Source: an optimization exercise on an open RTL-to-GDS flow (aim: small area). Production flows keep margins and buffers that such runs may drop. The RTL was checked by simulation tests, not by an equivalence proof against the original design. Power is estimated from default activity; no workload was simulated.

File: flow/config.mk
export PLATFORM = sky130hd
export DESIGN_NAME = day08_pair_scheduler
export DESIGN_NICKNAME = day08_pair_scheduler
export VERILOG_FILES = /design/flow/design.v
export SDC_FILE = /design/flow/constraint.sdc
export NUM_CORES = 4
export LEC_CHECK = 0
export CAP_MARGIN = 20
export CORE_MARGIN = 2
export CORE_UTILIZATION = 35
export SLEW_MARGIN = 20
File: flow/constraint.sdc
create_clock -name core_clock -period 5.5 [get_ports {clk}]
set_input_delay 1.1000 -clock core_clock [delete_from_list [all_inputs] [get_ports {clk}]]
set_output_delay 1.1000 -clock core_clock [all_outputs]
set_load 0.01 [all_outputs]
File: flow/design.v
`default_nettype none
package day08_pkg;
    localparam int DAY08_COORD_BIT_WIDTH = 32;
    localparam int DAY08_DIMENSIONS      = 3;
    typedef logic [DAY08_COORD_BIT_WIDTH-1:0] coord_t;
    typedef coord_t [0:DAY08_DIMENSIONS-1]    point_t;
    typedef enum logic [1:0] {
        LOAD   = 2'd0,
        STREAM = 2'd1,
        DONE   = 2'd2
    } state_t;
endpackage
`default_nettype wire
`default_nettype none
module day08_point_store #(
    parameter int  DEPTH           = 10,
    parameter int  COORD_BIT_WIDTH = 32,
    parameter int  DIMENSIONS      = 3,
    parameter int  READ_PORTS      = 2,
    localparam int AW              = $clog2(DEPTH),
    localparam int RAW             = AW + 1
) (
    input  logic                                                  clk,
    input  logic                                                  rst_n,
    input  logic                                                  wr_en,
    input  logic [AW-1:0]                                         wr_addr,
    input  logic [0:DIMENSIONS-1][COORD_BIT_WIDTH-1:0]            wr_data,
    input  logic [0:READ_PORTS-1][RAW-1:0]                        rd_addr,
    output logic [0:READ_PORTS-1][0:DIMENSIONS-1][COORD_BIT_WIDTH-1:0] rd_data
);
    logic [0:DIMENSIONS-1][COORD_BIT_WIDTH-1:0] r_mem [0:DEPTH-1];
    always_ff @(posedge clk or negedge rst_n) begin
        if (!rst_n) begin
            for (int i = 0; i < DEPTH; i++) begin
                r_mem[i] <= '0;
            end
        end else if (wr_en) begin
            r_mem[wr_addr] <= wr_data;
        end
    end
    for (genvar g = 0; g < READ_PORTS; g++) begin : g_rd
        assign rd_data[g] = (rd_addr[g] < RAW'(DEPTH)) ? r_mem[rd_addr[g][AW-1:0]] : '0;
    end
endmodule
`default_nettype wire
`default_nettype none
module day08_pair_scheduler
#(
    parameter int  MAX_NODE_COUNT  = 10,
    parameter int  COORD_BIT_WIDTH = day08_pkg::DAY08_COORD_BIT_WIDTH,
    parameter int  DIMENSIONS      = day08_pkg::DAY08_DIMENSIONS,
    parameter int  BATCH_SIZE      = 2,
    localparam int INDEX_BIT_WIDTH = $clog2(MAX_NODE_COUNT)
) (
    input  logic                                                       clk,
    input  logic                                                       rst_n,
    input  logic                                                       load_valid,
    output logic                                                       load_ready,
    input  logic [0:DIMENSIONS-1][COORD_BIT_WIDTH-1:0]                 load_coord,
    input  logic                                                       load_last,
    input  logic                                                       in_ready,
    output logic [0:BATCH_SIZE-1][0:DIMENSIONS-1][COORD_BIT_WIDTH-1:0] batch_coords,
    output logic [0:BATCH_SIZE-1][INDEX_BIT_WIDTH-1:0]                 batch_indices,
    output logic [BATCH_SIZE-1:0]                                      batch_valid,
    output logic                                                       batch_line_end,
    output logic                                                       batch_stream_end,
    output logic [INDEX_BIT_WIDTH:0]                                   node_count,
    output logic                                                       done
);
    localparam int                 C_CNT_W     = INDEX_BIT_WIDTH + 1;
    localparam logic [C_CNT_W-1:0] C_LAST_SLOT = C_CNT_W'(MAX_NODE_COUNT - 1);
    localparam logic [C_CNT_W-1:0] C_BATCH     = C_CNT_W'(BATCH_SIZE);
    localparam logic [C_CNT_W-1:0] C_TWO       = C_CNT_W'(2);
    day08_pkg::state_t                                                     r_state;
    day08_pkg::state_t                                                     w_state_nxt;
    logic [C_CNT_W-1:0]                                         r_node_count;
    logic [C_CNT_W-1:0]                                         w_count_nxt;
    logic [C_CNT_W-1:0]                                         r_ref;
    logic [C_CNT_W-1:0]                                         w_ref_nxt;
    logic [C_CNT_W-1:0]                                         r_cur;
    logic [C_CNT_W-1:0]                                         w_cur_nxt;
    logic [C_CNT_W-1:0]                                         w_n_eff;
    logic                                                       w_wr_en;
    logic                                                       w_present;
    logic                                                       w_clear;
    logic                                                       w_accept;
    logic [0:BATCH_SIZE-1][C_CNT_W-1:0]                         w_rd_addr;
    logic [0:BATCH_SIZE-1][0:DIMENSIONS-1][COORD_BIT_WIDTH-1:0] w_store_data;
    logic [0:BATCH_SIZE-1][0:DIMENSIONS-1][COORD_BIT_WIDTH-1:0] w_slot_coords;
    logic [0:BATCH_SIZE-1][INDEX_BIT_WIDTH-1:0]                 w_slot_index;
    logic [BATCH_SIZE-1:0]                                      w_slot_valid;
    logic                                                       w_line_end;
    logic                                                       w_stream_end;
    logic [0:BATCH_SIZE-1][0:DIMENSIONS-1][COORD_BIT_WIDTH-1:0] r_batch_coords;
    logic [0:BATCH_SIZE-1][INDEX_BIT_WIDTH-1:0]                 r_batch_indices;
    logic [BATCH_SIZE-1:0]                                      r_batch_valid;
    logic                                                       r_batch_line_end;
    logic                                                       r_batch_stream_end;
    assign w_accept = (r_state == day08_pkg::STREAM) && (|r_batch_valid) && in_ready;
    always_comb begin
        w_state_nxt = r_state;
        w_count_nxt = r_node_count;
        w_ref_nxt   = r_ref;
        w_cur_nxt   = r_cur;
        w_n_eff     = r_node_count;
        w_wr_en     = 1'b0;
        w_present   = 1'b0;
        w_clear     = 1'b0;
        case (r_state)
            day08_pkg::LOAD: begin
                if (load_valid) begin
                    w_wr_en     = 1'b1;
                    w_count_nxt = r_node_count + 1'b1;
                    if (load_last || (r_node_count == C_LAST_SLOT)) begin
                        w_state_nxt = day08_pkg::STREAM;
                        w_ref_nxt   = '0;
                        w_cur_nxt   = '0;
                        w_n_eff     = r_node_count + 1'b1;
                        w_present   = 1'b1;
                    end
                end
            end
            day08_pkg::STREAM: begin
                if (w_accept) begin
                    if (r_batch_stream_end) begin
                        w_state_nxt = day08_pkg::DONE;
                        w_clear     = 1'b1;
                    end else begin
                        if (r_batch_line_end) begin
                            w_ref_nxt = r_ref + 1'b1;
                            w_cur_nxt = r_ref + 1'b1;
                        end else begin
                            w_cur_nxt = r_cur + C_BATCH;
                        end
                        w_present = 1'b1;
                    end
                end
            end
            day08_pkg::DONE: begin
            end
            default: begin
                w_state_nxt = day08_pkg::LOAD;
            end
        endcase
    end
    day08_point_store #(
        .DEPTH           (MAX_NODE_COUNT),
        .COORD_BIT_WIDTH (COORD_BIT_WIDTH),
        .DIMENSIONS      (DIMENSIONS),
        .READ_PORTS      (BATCH_SIZE)
    ) u_store (
        .clk     (clk),
        .rst_n   (rst_n),
        .wr_en   (w_wr_en),
        .wr_addr (r_node_count[INDEX_BIT_WIDTH-1:0]),
        .wr_data (load_coord),
        .rd_addr (w_rd_addr),
        .rd_data (w_store_data)
    );
    for (genvar g = 0; g < BATCH_SIZE; g++) begin : g_slot
        assign w_rd_addr[g]     = w_cur_nxt + C_CNT_W'(g);
        assign w_slot_coords[g] = (w_wr_en && (w_rd_addr[g] == r_node_count)) ?
                                  load_coord : w_store_data[g];
        assign w_slot_valid[g]  = (w_rd_addr[g] < w_n_eff);
        assign w_slot_index[g]  = w_rd_addr[g][INDEX_BIT_WIDTH-1:0];
    end
    assign w_line_end   = ((w_cur_nxt + C_BATCH) >= w_n_eff);
    assign w_stream_end = w_line_end && ((w_ref_nxt + C_TWO) >= w_n_eff);
    always_ff @(posedge clk or negedge rst_n) begin
        if (!rst_n) begin
            r_state            <= day08_pkg::LOAD;
            r_node_count       <= '0;
            r_ref              <= '0;
            r_cur              <= '0;
            r_batch_coords     <= '0;
            r_batch_indices    <= '0;
            r_batch_valid      <= '0;
            r_batch_line_end   <= 1'b0;
            r_batch_stream_end <= 1'b0;
        end else begin
            r_state      <= w_state_nxt;
            r_node_count <= w_count_nxt;
            r_ref        <= w_ref_nxt;
            r_cur        <= w_cur_nxt;
            if (w_present) begin
                r_batch_coords     <= w_slot_coords;
                r_batch_indices    <= w_slot_index;
                r_batch_valid      <= w_slot_valid;
                r_batch_line_end   <= w_line_end;
                r_batch_stream_end <= w_stream_end;
            end else if (w_clear) begin
                r_batch_valid      <= '0;
                r_batch_line_end   <= 1'b0;
                r_batch_stream_end <= 1'b0;
            end
        end
    end
    assign load_ready       = (r_state == day08_pkg::LOAD);
    assign done             = (r_state == day08_pkg::DONE);
    assign node_count       = r_node_count;
    assign batch_coords     = r_batch_coords;
    assign batch_indices    = r_batch_indices;
    assign batch_valid      = r_batch_valid;
    assign batch_line_end   = r_batch_line_end;
    assign batch_stream_end = r_batch_stream_end;
endmodule
`default_nettype wire
File: flow/run.sh
#!/bin/bash
# synth_recipe.tcl (not shown) runs the flow's synth.tcl, then flattens the netlist and writes it again
# the make line also repeats each setting of config.mk as NAME=value (left out here)
make -C /OpenROAD-flow-scripts/flow DESIGN_CONFIG=/design/flow/config.mk WORK_HOME=/design/flow/orfs CLKGATE_MAP_FILE= SYNTH_SCRIPT=/design/flow/synth_recipe.tcl finish
==> run notes <==
Sequential Area 0.02955 mm^2; initial drt markers 6924; vias per inst 6.514; outcome complete, no violations; number of synthesized register bits 1181; area share of the largest cell type after synthesis between 40% and 50%; Static Leak ~0.03 uW; maximum buffer depth of the clock tree 3; initial core utilization 35.25%; final design instance area without fill 0.07084 mm^2; number of max-capacitance violations reported 0; maximum frequency from static timing analysis 203.5 MHz; startpoint class of the critical path flop; path type of the worst min-delay path primary input to asynchronous set/reset pin; Horiz. Die Dim 417.4 um; P per Cell Area 785.5 mW/mm^2; endpoints failing setup 0; Total Neg Setup Slack 0 ps; Power Internal 30250 uW; most frequent cells in the layout sky130_fd_sc_hd__dfrtp_1 (1181), sky130_fd_sc_hd__mux2_2 (989), sky130_fd_sc_hd__clkdlybuf4s50_1 (310); type of element capturing the critical path flop; Critical-path top delay cell sky130_fd_sc_hd__a211oi_2; number of antenna violations at the first check in global routing 14; number of nets with antenna violations after detailed routing 0; total global routing track utilization 26.33%; routed length per instance 31.02 um; vias in the first global route 48894; num ports around 310; portion of total power attributed to sequential cells 28.6%; postcts setup bufs 0; number of max-slew violations in the final report 0; placer's final routability congestion estimate approximately 0.86; top post-synthesis cells by area sky130_fd_sc_hd__dfrtp_1 (49%), sky130_fd_sc_hd__mux2_2 (19%), sky130_fd_sc_hd__clkbuf_1 (2.9%), sky130_fd_sc_hd__a222oi_1 (2.8%), sky130_fd_sc_hd__a22oi_1 (2.7%); portion of the post-synthesis area used by sequential elements 49.41%; transition time at the pin with the least slew margin 1120 ps; core box area 0.1697 mm^2; Clock Power Share 15.8%; CTS tree yes; number of instances in the synthesized netlist 5188; H-Tree Level Count 4; top cell family by delay on the critical path simple AND/OR/NAND/NOR gates; post-synthesis async set-or-reset flop share 100.0%; die area 0.1742 mm^2; multi-input combinational cell area around 0.028 mm^2; Peak VDD IR 0.001376 V; classification of the worst setup path flop to flop; maximum number of pins on one net before global-route repair 182; sink count of the clock tree 1181; via total after detailed routing 49638; DRC errors left 0; number of cells upsized or downsized after cts 0; fill cell count 15858; area delta synth->final 18.45%; total standard cell area after synthesis 0.05981 mm^2; root buffer selected by CTS sky130_fd_sc_hd__clkbuf_16; period utilisation layout 89.34%; iteration count of the initial detailed-routing pass 11; reported net switching power 25400 uW; average instance area after synthesis 11.53 um^2; Placed Instance Area 0.06660 mm^2; layout cell share with drive strength beyond 1 28.42%; RSZ-0062 raised after global routing false; Worst Setup SP r_node_count[0]; critical path peak fanout 22; RR Startpoint r_node_count[0]; WL final approximately 240 mm; post-synth top area cell sky130_fd_sc_hd__dfrtp_1; number of nets in the layout 5440; number of buffers added on ports 311; half-perimeter wire length after detailed placement about 140 mm; grt ovf 0; final setup skew around 37 ps; chain of cells forming the critical path ha_1 > and4bb_2 > o21a_1 > nor3_1 > ha_1 > inv_1 > a211oi_2 > or3_1 > and2_4 > clkinv_2 > nor4_1 > or3_4 > buf_4 > a221oi_1 > o211ai_1; CTS clock-pin slew for the worst setup and hold paths approximately 60 ps; highest cell delay on the worst timing path 520 ps; DIE HEIGHT 417.4 um; time the worst path needs with I/O delays and setup 4914 ps; Gate power share 55.6%; required arrival time at the worst endpoint 6190 ps; Most common cell on crit path sky130_fd_sc_hd__ha_1; count of warnings emitted by yosys 3; data arrival time at the worst-slack endpoint 5610 ps; total buffers and inverters traversed by the critical path 3; clock latency at the later pin of the worst-skew pair 800 ps; top_reg_cell synth sky130_fd_sc_hd__dfrtp_1; number of standard cells in the final layout excluding fillers approximately 7600; Post-Syn Nets 5321; standard-cell rows between 150 and 200; count of flip-flops with a built-in enable after synthesis 0; most frequent standard cell in the layout excluding fill and tap cells sky130_fd_sc_hd__dfrtp_1; global-route wire length before repair around 340 mm; # hold bufs at CTS 0; normalized max-slew margin 25.32%; Final Hold Viols 0; Placed Cells incl. Taps 7391; switching share of power 45.64%; total clock buffers created by CTS between 100 and 150; number of distinct library cells after synthesis 70
[synthesized netlist by cell type (all sizes together) (8+ instances only)]
cell type / count
o2bb2ai: 17
o21ai: 117
nor2: 159
clkbuf: 464
a22o: 64
o211ai: 46
xnor2: 16
buf: 132
a221oi: 104
a2111oi: 51
a22oi: 215
a211oi: 15
and3: 163
a31oi: 108
inv: 14
o22ai: 72
a21oi: 125
mux2: 989
a2bb2oi: 33
dfrtp: 1181
a21o: 18
nor4: 14
nor3: 25
nand2: 276
a221o: 63
a211o: 26
a32o: 41
a311oi: 27
o21a: 9
mux2i: 109
a222oi: 170
a41oi: 9
nand3: 143
o31ai: 75
ha: 32
nand4: 8
[sequential cells by signal, summed over array words and instances (netlist names), 2 cells and up]
name,flops
r_batch_coords,192
r_batch_indices,8
r_batch_valid,2
r_cur,5
r_node_count,5
r_ref,5
r_state,2
u_store.r_mem,960
[kinds of logic after synthesis]
kind of cell | Yosys count | share of synthesized area, %
multiplexers | 1098 | 20.45
XOR/XNOR | 24 | 0.3745
flip-flops | 1181 | 49.41
buffers and inverters | 612 | 4.035
AND/OR/NAND/NOR | 824 | 6.556
AO/OA/AOI/OAI | 1417 | 18.51
adder cells (fa/ha/maj) | 32 | 0.6694
[cell type report]
class / instances / share of cell area (%)
diodes: 4 / 0.01413
well taps: 2218 / 3.917
inverters: 16 / 0.09361
flip-flops and latches: 1181 / 41.72
clock inverters: 36 / 0.5970
repair buffers: 582 / 8.562
clock buffers: 188 / 5.330
multi-input cells: 3395 / 39.77
[power groups by stage]
stage,Sequential [uW],Combinational (uW),Clock (uW)
6_report,15900,30900,8780
5_1_grt,16300,32300,9250
4_1_cts,15800,30400,8900
3_5_place_dp,15900,30200,0
3_3_place_gp,15800,30000,0
2_1_floorplan,15000,17500,0
[worst paths after layout]
check,cells past startpoint,slack [ps],to
setup / recovery,15,590,r_batch_coords[87]
max in group asynchronous,3,3750,r_batch_coords[150]
hold reg to reg,2,470,r_batch_indices[1]
min in group core_clock,2,470,r_batch_indices[1]
setup reg to reg,15,590,r_batch_coords[87]
hold / removal,1,250,u_store.r_mem[5][38]
[through the flow]
step	util [%]	power (uW)	setup WS (ps)	hold slack (ps)
final	41.75	55640	586.3	247.9
after global routing	41.75	57930	406.9	272.7
after CTS	41.73	55060	597.9	247.3
after detailed placement	39.26	46150	138.2	464.3
after global placement	39.26	45780	208.3	470.3
after floorplan	-	32510	305.3	489.9
[metal layers]
layer  global-route usage [%]  up-vias  wire (um)
li1                         -    20325          -
met1                    34.81    25724      94540
met2                    40.15     2897     105600
met3                    5.928      674      22880
met4                    14.10       18      13200
met5                        0        -        110

==> afterwards: timing with drivers on the ports <==
The results above use ideal ports. As a check the final layout listed here was re-extracted and re-timed, cells and wires unchanged.
Step 1 (the two cells are an assumption about what drives the block):
set clk [get_ports {clk}]
set_driving_cell -lib_cell sky130_fd_sc_hd__clkbuf_16 $clk
set_driving_cell -lib_cell sky130_fd_sc_hd__buf_2 [delete_from_list [all_inputs] $clk]
Step 2 also shifts input and output timing later by t, the mid clock arrival at the registers, as if the neighbouring blocks saw the same clock.
a / b / c = ideal / step 1 / step 2; a / b = the first two.
shift t [ns]: 0.863
slack for setup (ns): 0.586 / 0.586 / 0.082
worst hold slack (ns): 0.248 / 0.227 / 0.468
worst slew at a driven data input, ns: 0.21
cell pins on the clock port's net: 1
After both steps setup and hold are still met in this run. The setup slack of this run moves by 0.000 ns with the drivers and by -0.504 ns with both steps.
